This design comes from an exercise in tuning for small area on the open sky130 flow, not from production work. RTL that was checked went through simulation tests only; none was proved equivalent to the original. Power is estimated from default activity; no workload was simulated. No driver is modelled on the clock port, so clocking that relies on it looks cheaper here than on a real chip.

==> inputs of run Z <==
// frame_uart_top
module frame_uart_top (
  input  logic   clk,
  input  logic   uart_reset,
  input  logic   store_req,
  input  logic   send_req,
  input  capture_pkg::pixel_t pixel_in,
  input  logic   pixel_valid,
  output logic   txd,
  output logic   capture_busy,
  output logic   send_done
);
  localparam int NPIX = 128;
  localparam int WP   = 8;             
  localparam int NWP  = NPIX / WP;     
  localparam int DL   = WP - 1;        
  localparam int WPB  = $clog2(WP);
  typedef enum logic [1:0] {
    S_IDLE  = 2'd0,
    S_STORE = 2'd1,
    S_ALIGN = 2'd2,
    S_TX    = 2'd3
  } state_e;
  state_e state;
  logic [7:0] ring [NPIX];
  logic [6:0] ring_pos;
  logic [6:0] pix_idx;
  logic [7:0] dl_data [1:DL];
  logic       dl_pend [1:DL];
  logic       txd_q;
  logic       store_start;
  logic       arrive;
  logic       have;
  logic       aligned;
  logic       wr;
  logic [7:0] wdata;
  logic [DL:0] take;     
  assign store_start = (state == S_IDLE) && !uart_reset && store_req;
  assign arrive      = (state == S_STORE) && !uart_reset && pixel_valid;
  assign aligned     = (ring_pos[WPB-1:0] == '0);
  logic [DL:1] older;    
  always_comb begin
    older[DL] = 1'b0;
  ...
==> flow/config.mk <==
export PLATFORM = sky130hd
export DESIGN_NAME = frame_uart_top
export DESIGN_NICKNAME = frame_uart_top
export VERILOG_FILES = /design/flow/design.v
export SDC_FILE = /design/flow/constraint.sdc
export NUM_CORES = 4
export LEC_CHECK = 0
export CAP_MARGIN = 0
export CORE_MARGIN = 2
export CORE_UTILIZATION = 70
export CTS_BUF_LIST = sky130_fd_sc_hd__clkbuf_16
export PLACE_DENSITY = 0.8
export SLEW_MARGIN = 0
==> flow/constraint.sdc <==
create_clock -name core_clock -period 10.0 [get_ports {clk}]
set_input_delay 2.0000 -clock core_clock [delete_from_list [all_inputs] [get_ports {clk}]]
set_output_delay 2.0000 -clock core_clock [all_outputs]
set_load 0.01 [all_outputs]
standard.sh (not shown) runs the stock make flow with config.mk's settings and CLKGATE_MAP_FILE= SYNTH_SCRIPT=/design/flow/synth_recipe.tcl, a recipe that flattens the netlist after the stock synthesis.
==> flow/flow/run.sh <==
#!/bin/bash
# Own flow: the standard layout (standard.sh), with three changes:
#  - synthesis maps logic with an area-oriented ABC script (flow/abc_area.script)
#    in place of ORFS's speed script; everything else in synthesis is unchanged,
#    so the registers are the standard synthesis's;
#  - CTS runs without dummy loads;
#  - port buffers use the smallest buffer.
# Each step's full output stays in orfs/logs/, make's own output in *.log here.
set -euo pipefail
here=$(pwd)
rm -rf "$here/scripts_area"
cp -r "$FLOW_HOME/scripts" "$here/scripts_area"
cp "$here/flow/abc_area.script" "$here/scripts_area/abc_speed.script"

bash standard.sh "SCRIPTS_DIR=$here/scripts_area" synth > "$here/make_synth.log" 2>&1

bash standard.sh \
  "CTS_ARGS=-sink_clustering_enable -repair_clock_nets -sink_clustering_size 35 -sink_clustering_max_diameter 100 -buf_list sky130_fd_sc_hd__clkbuf_16 -dont_use_dummy_load" \
  "BUFFER_PORTS_ARGS=-buffer_cell sky130_fd_sc_hd__buf_1" \
  finish > "$here/make_finish.log" 2>&1
==> flow/flow/abc_area.script <==
strash
dch
amap
topo
dnsize -c
==> inputs of run A, as changes to run Z <==
--- a/flow/flow/run.sh
+++ b/flow/flow/run.sh
@@ -16,5 +16,5 @@
 
 bash standard.sh \
-  "CTS_ARGS=-sink_clustering_enable -repair_clock_nets -sink_clustering_size 35 -sink_clustering_max_diameter 100 -buf_list sky130_fd_sc_hd__clkbuf_16 -dont_use_dummy_load" \
+  "CTS_ARGS=-sink_clustering_enable -repair_clock_nets -sink_clustering_size 35 -sink_clustering_max_diameter 100 -buf_list sky130_fd_sc_hd__clkbuf_16 -tree_buf sky130_fd_sc_hd__clkbuf_8 -dont_use_dummy_load" \
   "BUFFER_PORTS_ARGS=-buffer_cell sky130_fd_sc_hd__buf_1" \
   finish > "$here/make_finish.log" 2>&1
Settings changed: CAP_MARGIN 0 to 20, SLEW_MARGIN 0 to 20.
==> comparison table <==
item	run Z	run A
Status	no timing/DRC/antenna violations	no timing/DRC/antenna violations
Maximum achievable frequency	179 MHz	196 MHz
Share of the core filled with cells	0.753	0.753
Final clock skew	0.0624 ns	0.0596 ns
Internal Power	5.51 mW	5.51 mW
Routed wl met2	19900 µm	19900 µm
Share of the final layout cell area in multi-input gates	0.0720	0.0724
Non-clock buffers, area share	0.00596	0.00596
Maximum VDD drop	0.000220 V	0.000220 V
Fraction of layout cells with a size suffix above 1	0.0359	0.0366
Slew of the pin with the lowest slew margin	1.19 ns	1.05 ns
Area occupied by multi-input gates	0.00186 mm²	0.00187 mm²
Drt first-iter violations	736	748
Share of power burned in registers	0.681	0.680
Fin worst setup slack	4.40 ns	4.91 ns
Leak	10.1 nW	10.1 nW
DR pass1 iterations	5	6
Worst rel slew slack	0.204	0.293
Total power per unit cell area	276 mW/mm²	276 mW/mm²
Routed length on met3	1800 µm	1790 µm
Register-to-Register Setup Slack	5.10 ns	5.64 ns
Net load switching power	1.62 mW	1.63 mW
Wire per inst	21.1 µm	21.1 µm
Routed vias	10457	10411
Final cell area excluding filler cells	0.0258 mm²	0.0258 mm²


==> 10-06 <==
frame_uart_top, a different RTL version from the one above (not shown whole).
==> module frame_uart_top, before the edit <==
module frame_uart_top (
  input  logic   clk,
  input  logic   uart_reset,
  input  logic   store_req,
  input  logic   send_req,
  input  capture_pkg::pixel_t pixel_in,
  input  logic   pixel_valid,
  output logic   txd,
  output logic   capture_busy,
  output logic   send_done
);
  localparam int NPIX = 128;
  localparam int WP   = 8;             
  localparam int NWP  = NPIX / WP;     
  localparam int DL   = WP - 1;        
  typedef enum logic [1:0] {
    S_IDLE  = 2'd0,
    S_STORE = 2'd1,
    S_ALIGN = 2'd2,
    S_TX    = 2'd3
  } state_e;
  state_e state;
  logic [7:0] ring [NPIX];
  logic [6:0] ring_pos;
  logic [6:0] pix_idx;
  logic [7:0] dl_data [1:DL];
  logic       dl_pend [1:DL];
  logic       txd_q;
  logic       store_start;
  logic       arrive;
  logic       have;
  logic       aligned;
  logic       wr;
  logic [7:0] wdata;
  logic [DL:0] take;     
  assign store_start = (state == S_IDLE) && !uart_reset && store_req;
  assign arrive      = (state == S_STORE) && !uart_reset && pixel_valid;
  assign aligned     = (ring_pos[2:0] == 3'd0);
  logic [DL:1] older;    
  always_comb begin
    older[DL] = 1'b0;
    for (int k = DL - 1; k >= 1; k--) begin
      older[k] = older[k+1] || dl_pend[k+1];
    end
    have = arrive;
    for (int k = 1; k <= DL; k++) begin
      take[k] = dl_pend[k] && !older[k];
      have    = have || dl_pend[k];
    end
    take[0] = arrive && !older[1] && !dl_pend[1];
    wdata = {8{take[0]}} & pixel_in;
    for (int k = 1; k <= DL; k++) begin
      wdata = wdata | ({8{take[k]}} & dl_data[k]);
    end
  end
  assign wr = aligned && have;
  always_ff @(posedge clk) begin
    dl_data[1] <= pixel_in;
    dl_pend[1] <= arrive && !(wr && take[0]) && !store_start;
    for (int k = 1; k < DL; k++) begin
      dl_data[k+1] <= dl_data[k];
      dl_pend[k+1] <= dl_pend[k] && !(wr && take[k]) && !store_start;
    end
  end
  always_ff @(posedge clk) begin
    for (int s = 0; s < NPIX; s++) begin
      if ((s % WP) == 0 && wr && ring_pos[6:3] == 4'(s / WP)) begin
        ring[s] <= ((s / WP) % 2 == 1) ? ~wdata : wdata;
      end else if ((s % WP) == 0) begin
        ring[s] <= ~ring[(s + NPIX - 1) % NPIX];
      end else begin
        ring[s] <= ring[(s + NPIX - 1) % NPIX];
      end
    end
  end
  logic realign;
  logic cap;
  logic hold;
  assign realign = (state == S_ALIGN) && !have && (pix_idx != 7'd0);
  assign cap     = (ring_pos == 7'd0) &&
                   (((state == S_ALIGN) && !have && (pix_idx == 7'd0)) ||
                    ((state == S_TX) && txd_q));
  assign hold    = wr || realign || cap;
  always_ff @(posedge clk) begin
    ring_pos <= ring_pos + {6'd0, !hold};
    pix_idx  <= (pix_idx + {6'd0, arrive || realign || cap}) & {7{!store_start}};
  end
  always_ff @(posedge clk) begin
    if (uart_reset) begin
      state <= S_IDLE;
    end else begin
      case (state)
        S_IDLE: begin
          if (store_req)     state <= S_STORE;
          else if (send_req) state <= S_ALIGN;
        end
        S_STORE: begin
          if (arrive && pix_idx == 7'd127) state <= S_IDLE;
        end
        S_ALIGN: begin
          if (cap) state <= S_TX;
        end
        S_TX: begin
          if (ring_pos == 7'd127 && pix_idx == 7'd0) state <= S_IDLE;
        end
        default: state <= S_IDLE;
      endcase
    end
  end
  logic       slot_last;
  logic       next_bit;
  logic [4:0] slot;
  assign slot      = ring_pos[6:2];
  assign slot_last = (ring_pos[1:0] == 2'd3);
  always_comb begin
    case (slot)
      5'd5:    next_bit = ring[23][2];
      5'd6:    next_bit = !ring[27][3];
      5'd7:    next_bit = !ring[31][4];
      5'd16:   next_bit = ring[67][0];
      5'd17:   next_bit = ring[71][1];
      5'd25:   next_bit = ring[103][5];
      5'd26:   next_bit = !ring[107][6];
      5'd27:   next_bit = !ring[111][7];
      5'd8, 5'd18, 5'd28, 5'd29, 5'd30, 5'd31:
               next_bit = 1'b1;
      default: next_bit = 1'b0;
    endcase
  end
  always_ff @(posedge clk) begin
    if (uart_reset) begin
      txd_q <= 1'b1;
    end else if (cap) begin
      txd_q <= 1'b0;
    end else if (state == S_TX) begin
      if (slot_last) txd_q <= next_bit;
    end else begin
      txd_q <= 1'b1;
    end
  end
  assign txd          = txd_q;
  assign capture_busy = (state != S_IDLE);
  assign send_done    = (state == S_TX) && (ring_pos == 7'd127) && (pix_idx == 7'd0);
endmodule
export LEC_CHECK = 0
export CAP_MARGIN = 20
export CORE_MARGIN = 2
export CORE_UTILIZATION = 70
export CTS_BUF_LIST = sky130_fd_sc_hd__clkbuf_16
export PLACE_DENSITY = 0.8
export SLEW_MARGIN = 20
create_clock -name core_clock -period 10.0 [get_ports {clk}]
==> flow/flow/run.sh <==
#!/bin/bash
# Own flow: the standard layout (standard.sh), with three changes:
#  - synthesis maps logic with an area-oriented ABC script (flow/abc_area.script)
#    in place of ORFS's speed script; everything else in synthesis is unchanged,
#    so the registers are the standard synthesis's;
#  - CTS runs without dummy loads;
#  - port buffers use the smallest buffer.
# Each step's full output stays in orfs/logs/, make's own output in *.log here.
set -euo pipefail
here=$(pwd)
rm -rf "$here/scripts_area"
cp -r "$FLOW_HOME/scripts" "$here/scripts_area"
cp "$here/flow/abc_area.script" "$here/scripts_area/abc_speed.script"

bash standard.sh "SCRIPTS_DIR=$here/scripts_area" synth > "$here/make_synth.log" 2>&1

bash standard.sh \
  "CTS_ARGS=-sink_clustering_enable -repair_clock_nets -sink_clustering_size 36 -sink_clustering_max_diameter 100 -buf_list sky130_fd_sc_hd__clkbuf_16 -dont_use_dummy_load" \
  "BUFFER_PORTS_ARGS=-buffer_cell sky130_fd_sc_hd__buf_1" \
  finish > "$here/make_finish.log" 2>&1
Scripts as last shown in full above: flow/flow/abc_area.script
==> 03-12: changes against 10-06 <==
--- a/flow/design.v
+++ b/flow/design.v
@@ -41,11 +41,13 @@
   localparam int WP   = 8;             
   localparam int NWP  = NPIX / WP;     
   localparam int DL   = WP - 1;        
-  typedef enum logic [1:0] {
-    S_IDLE  = 2'd0,
-    S_STORE = 2'd1,
-    S_ALIGN = 2'd2,
-    S_TX    = 2'd3
+  typedef enum logic [2:0] {
+    S_IDLE  = 3'd0,
+    S_STORE = 3'd1,
+    S_ALIGN = 3'd2,
+    S_LOAD  = 3'd3,
+    S_TX    = 3'd4,
+    S_DONE  = 3'd5
   } state_e;
   state_e state;
   logic [7:0] ring [NPIX];
@@ -105,9 +107,7 @@
   logic cap;
   logic hold;
   assign realign = (state == S_ALIGN) && !have && (pix_idx != 7'd0);
-  assign cap     = (ring_pos == 7'd0) &&
-                   (((state == S_ALIGN) && !have && (pix_idx == 7'd0)) ||
-                    ((state == S_TX) && txd_q));
+  assign cap     = (state == S_LOAD) && (ring_pos == 7'd0);
   assign hold    = wr || realign || cap;
   always_ff @(posedge clk) begin
     ring_pos <= ring_pos + {6'd0, !hold};
@@ -126,10 +126,15 @@
           if (arrive && pix_idx == 7'd127) state <= S_IDLE;
         end
         S_ALIGN: begin
+          if (!have && pix_idx == 7'd0) state <= S_LOAD;
+        end
+        S_LOAD: begin
           if (cap) state <= S_TX;
         end
         S_TX: begin
-          if (ring_pos == 7'd127 && pix_idx == 7'd0) state <= S_IDLE;
+          if (ring_pos == 7'd127) begin
+            state <= (pix_idx == 7'd0) ? S_DONE : S_LOAD;
+          end
         end
         default: state <= S_IDLE;
       endcase
@@ -158,15 +163,13 @@
   always_ff @(posedge clk) begin
     if (uart_reset) begin
       txd_q <= 1'b1;
-    end else if (cap) begin
-      txd_q <= 1'b0;
     end else if (state == S_TX) begin
       if (slot_last) txd_q <= next_bit;
     end else begin
-      txd_q <= 1'b1;
+      txd_q <= !cap;
     end
   end
   assign txd          = txd_q;
   assign capture_busy = (state != S_IDLE);
-  assign send_done    = (state == S_TX) && (ring_pos == 7'd127) && (pix_idx == 7'd0);
+  assign send_done    = (state == S_DONE);
 endmodule
==> flow/run.sh (new file) <==
#!/bin/bash
# synth_recipe.tcl (not shown) runs the flow's synth.tcl, then flattens the netlist and writes it again
# the make line also repeats each setting of config.mk as NAME=value (left out here)
make -C /OpenROAD-flow-scripts/flow DESIGN_CONFIG=/design/flow/config.mk WORK_HOME=/design/flow/orfs CLKGATE_MAP_FILE= SYNTH_SCRIPT=/design/flow/synth_recipe.tcl finish
- CTS_CLUSTER_DIAMETER: unset -> 120
- CTS_CLUSTER_SIZE: unset -> 35
removed: flow/flow/run.sh
removed: flow/flow/abc_area.script
removed: flow/standard.sh
==> 10-04: changes against 10-06 <==
--- a/flow/design.v
+++ b/flow/design.v
@@ -41,11 +41,13 @@
   localparam int WP   = 8;             
   localparam int NWP  = NPIX / WP;     
   localparam int DL   = WP - 1;        
-  typedef enum logic [1:0] {
-    S_IDLE  = 2'd0,
-    S_STORE = 2'd1,
-    S_ALIGN = 2'd2,
-    S_TX    = 2'd3
+  typedef enum logic [2:0] {
+    S_IDLE  = 3'd0,
+    S_STORE = 3'd1,
+    S_ALIGN = 3'd2,
+    S_LOAD  = 3'd3,
+    S_TX    = 3'd4,
+    S_DONE  = 3'd5
   } state_e;
   state_e state;
   logic [7:0] ring [NPIX];
@@ -64,22 +66,19 @@
   assign store_start = (state == S_IDLE) && !uart_reset && store_req;
   assign arrive      = (state == S_STORE) && !uart_reset && pixel_valid;
   assign aligned     = (ring_pos[2:0] == 3'd0);
-  logic [DL:1] older;    
   always_comb begin
-    older[DL] = 1'b0;
-    for (int k = DL - 1; k >= 1; k--) begin
-      older[k] = older[k+1] || dl_pend[k+1];
+    take  = '0;
+    wdata = pixel_in;
+    have  = arrive;
+    for (int k = 1; k <= DL; k++) begin
+      if (dl_pend[k]) begin
+        take  = '0;
+        take[k] = 1'b1;
+        wdata = dl_data[k];
+        have  = 1'b1;
+      end
     end
-    have = arrive;
-    for (int k = 1; k <= DL; k++) begin
-      take[k] = dl_pend[k] && !older[k];
-      have    = have || dl_pend[k];
-    end
-    take[0] = arrive && !older[1] && !dl_pend[1];
-    wdata = {8{take[0]}} & pixel_in;
-    for (int k = 1; k <= DL; k++) begin
-      wdata = wdata | ({8{take[k]}} & dl_data[k]);
-    end
+    if (!take[DL:1]) take[0] = arrive;
   end
   assign wr = aligned && have;
   always_ff @(posedge clk) begin
@@ -93,9 +92,7 @@
   always_ff @(posedge clk) begin
     for (int s = 0; s < NPIX; s++) begin
       if ((s % WP) == 0 && wr && ring_pos[6:3] == 4'(s / WP)) begin
-        ring[s] <= ((s / WP) % 2 == 1) ? ~wdata : wdata;
-      end else if ((s % WP) == 0) begin
-        ring[s] <= ~ring[(s + NPIX - 1) % NPIX];
+        ring[s] <= wdata;
       end else begin
         ring[s] <= ring[(s + NPIX - 1) % NPIX];
       end
@@ -105,13 +102,17 @@
   logic cap;
   logic hold;
   assign realign = (state == S_ALIGN) && !have && (pix_idx != 7'd0);
-  assign cap     = (ring_pos == 7'd0) &&
-                   (((state == S_ALIGN) && !have && (pix_idx == 7'd0)) ||
-                    ((state == S_TX) && txd_q));
+  assign cap     = (state == S_LOAD) && (ring_pos == 7'd0);
   assign hold    = wr || realign || cap;
   always_ff @(posedge clk) begin
-    ring_pos <= ring_pos + {6'd0, !hold};
-    pix_idx  <= (pix_idx + {6'd0, arrive || realign || cap}) & {7{!store_start}};
+    if (!hold) begin
+      ring_pos <= ring_pos + 7'd1;
+    end
+    if (store_start) begin
+      pix_idx <= '0;
+    end else if (arrive || realign || cap) begin
+      pix_idx <= pix_idx + 7'd1;
+    end
   end
   always_ff @(posedge clk) begin
     if (uart_reset) begin
@@ -126,10 +127,15 @@
           if (arrive && pix_idx == 7'd127) state <= S_IDLE;
         end
         S_ALIGN: begin
+          if (!have && pix_idx == 7'd0) state <= S_LOAD;
+        end
+        S_LOAD: begin
           if (cap) state <= S_TX;
         end
         S_TX: begin
-          if (ring_pos == 7'd127 && pix_idx == 7'd0) state <= S_IDLE;
+          if (ring_pos == 7'd127) begin
+            state <= (pix_idx == 7'd0) ? S_DONE : S_LOAD;
+          end
         end
         default: state <= S_IDLE;
       endcase
@@ -143,13 +149,13 @@
   always_comb begin
     case (slot)
       5'd5:    next_bit = ring[23][2];
-      5'd6:    next_bit = !ring[27][3];
-      5'd7:    next_bit = !ring[31][4];
+      5'd6:    next_bit = ring[27][3];
+      5'd7:    next_bit = ring[31][4];
       5'd16:   next_bit = ring[67][0];
       5'd17:   next_bit = ring[71][1];
       5'd25:   next_bit = ring[103][5];
-      5'd26:   next_bit = !ring[107][6];
-      5'd27:   next_bit = !ring[111][7];
+      5'd26:   next_bit = ring[107][6];
+      5'd27:   next_bit = ring[111][7];
       5'd8, 5'd18, 5'd28, 5'd29, 5'd30, 5'd31:
                next_bit = 1'b1;
       default: next_bit = 1'b0;
@@ -158,15 +164,13 @@
   always_ff @(posedge clk) begin
     if (uart_reset) begin
       txd_q <= 1'b1;
-    end else if (cap) begin
-      txd_q <= 1'b0;
     end else if (state == S_TX) begin
       if (slot_last) txd_q <= next_bit;
     end else begin
-      txd_q <= 1'b1;
+      txd_q <= !cap;
     end
   end
   assign txd          = txd_q;
   assign capture_busy = (state != S_IDLE);
-  assign send_done    = (state == S_TX) && (ring_pos == 7'd127) && (pix_idx == 7'd0);
+  assign send_done    = (state == S_DONE);
 endmodule
==> flow/run.sh (new file) <==
#!/bin/bash
# synth_recipe.tcl (not shown) runs the flow's synth.tcl, then flattens the netlist and writes it again
# the make line also repeats each setting of config.mk as NAME=value (left out here)
make -C /OpenROAD-flow-scripts/flow DESIGN_CONFIG=/design/flow/config.mk WORK_HOME=/design/flow/orfs CLKGATE_MAP_FILE= SYNTH_SCRIPT=/design/flow/synth_recipe.tcl finish
- CTS_BUF_LIST: sky130_fd_sc_hd__clkbuf_16 -> sky130_fd_sc_hd__clkbuf_4
removed: flow/flow/run.sh
removed: flow/flow/abc_area.script
removed: flow/standard.sh
==> comparison <==
Non-clock buffer count, lowest first: 03-12, 10-04, 10-06.
The lowest fmax belongs to 10-06, the highest to 03-12.
Area after synthesis: 03-12 is higher than 10-06 (about 4%).
Between 03-12 and 10-06, the lower via count is in 03-12 (gap 3.6%, measured against 10-06).
In 10-06 the clock skew is higher than in 03-12, by 16 ps.
The highest clock power belongs to 10-04, the lowest to 10-06.
==> figures <==
| item | 03-12 | 10-06 | 10-04 |
|---|---|---|---|
| Status | complete, no violations | complete, no violations | complete, no violations |
| Capture point of the critical path | ring[8][2] | ring[8][6] | send_done |
| Worst Tran Pin Value | 1120 ps | 1040 ps | 1030 ps |
| Routed length per instance | 20.0 microns | 20.9 microns | 17.7 microns |
| Core outline area | 35400 sq um | 33700 sq um | 35600 sq um |
| Area post-placement | 25700 sq um | 24900 sq um | 26000 sq um |
| Total chip power | 7.20 mW | 7.02 mW | 8.56 mW |
| Reg area | 22100 sq um | 22100 sq um | 22200 sq um |
| Mean cell area of the mapped netlist | 16.7 sq um | 16.5 sq um | 17.1 sq um |
| Post-synthesis simple-gate area fraction | 3.28% | 2.33% | 2.71% |
| P_int | 5.51 mW | 5.44 mW | 6.49 mW |
| Min Hold Slack | 322 ps | 302 ps | 285 ps |
| Pre-CTS WS | 5170 ps | 4130 ps | 5000 ps |
No functional check of the RTL was part of 03-12.

==> what the ideal ports hide <==
No port has a modelled driver above. Below, the same layouts with a new extraction and two added sets of constraints. Step 1, drivers: a clkbuf_16 drives clk and a buf_2 each remaining input, both assumed. Step 2 times the ports against the registers' clock, not the clock port: input delays grow and output delays shrink by t, the midpoint of the rising clock arrivals with the driver on. Slacks: ideal ports / drivers / drivers and shift; pairs: ideal ports / drivers.
| run | t (ns) | setup slack, ns | worst setup path at the end | worst register clock-pin slew, ns |
|---|---|---|---|---|
| run Z | 0.593 | 4.399 / 4.427 / 3.834 | input to register | 0.12 / 0.12 |
| run A | 0.594 | 4.908 / 4.936 / 4.342 | input to register | 0.12 / 0.12 |
| 10-06 | 0.601 | 4.509 / 4.535 / 3.935 | input to register | 0.12 / 0.12 |
| 03-12 | 0.623 | 5.743 / 5.773 / 5.150 | input to register | 0.12 / 0.12 |
| 10-04 | 0.936 | 5.144 / 5.098 / 4.916 | input to register | 0.09 / 0.09 |
After both steps setup and hold are still met in every run listed. The setup slack of 03-12, which loses most, moves by +0.030 ns with the drivers and by -0.593 ns with both steps.
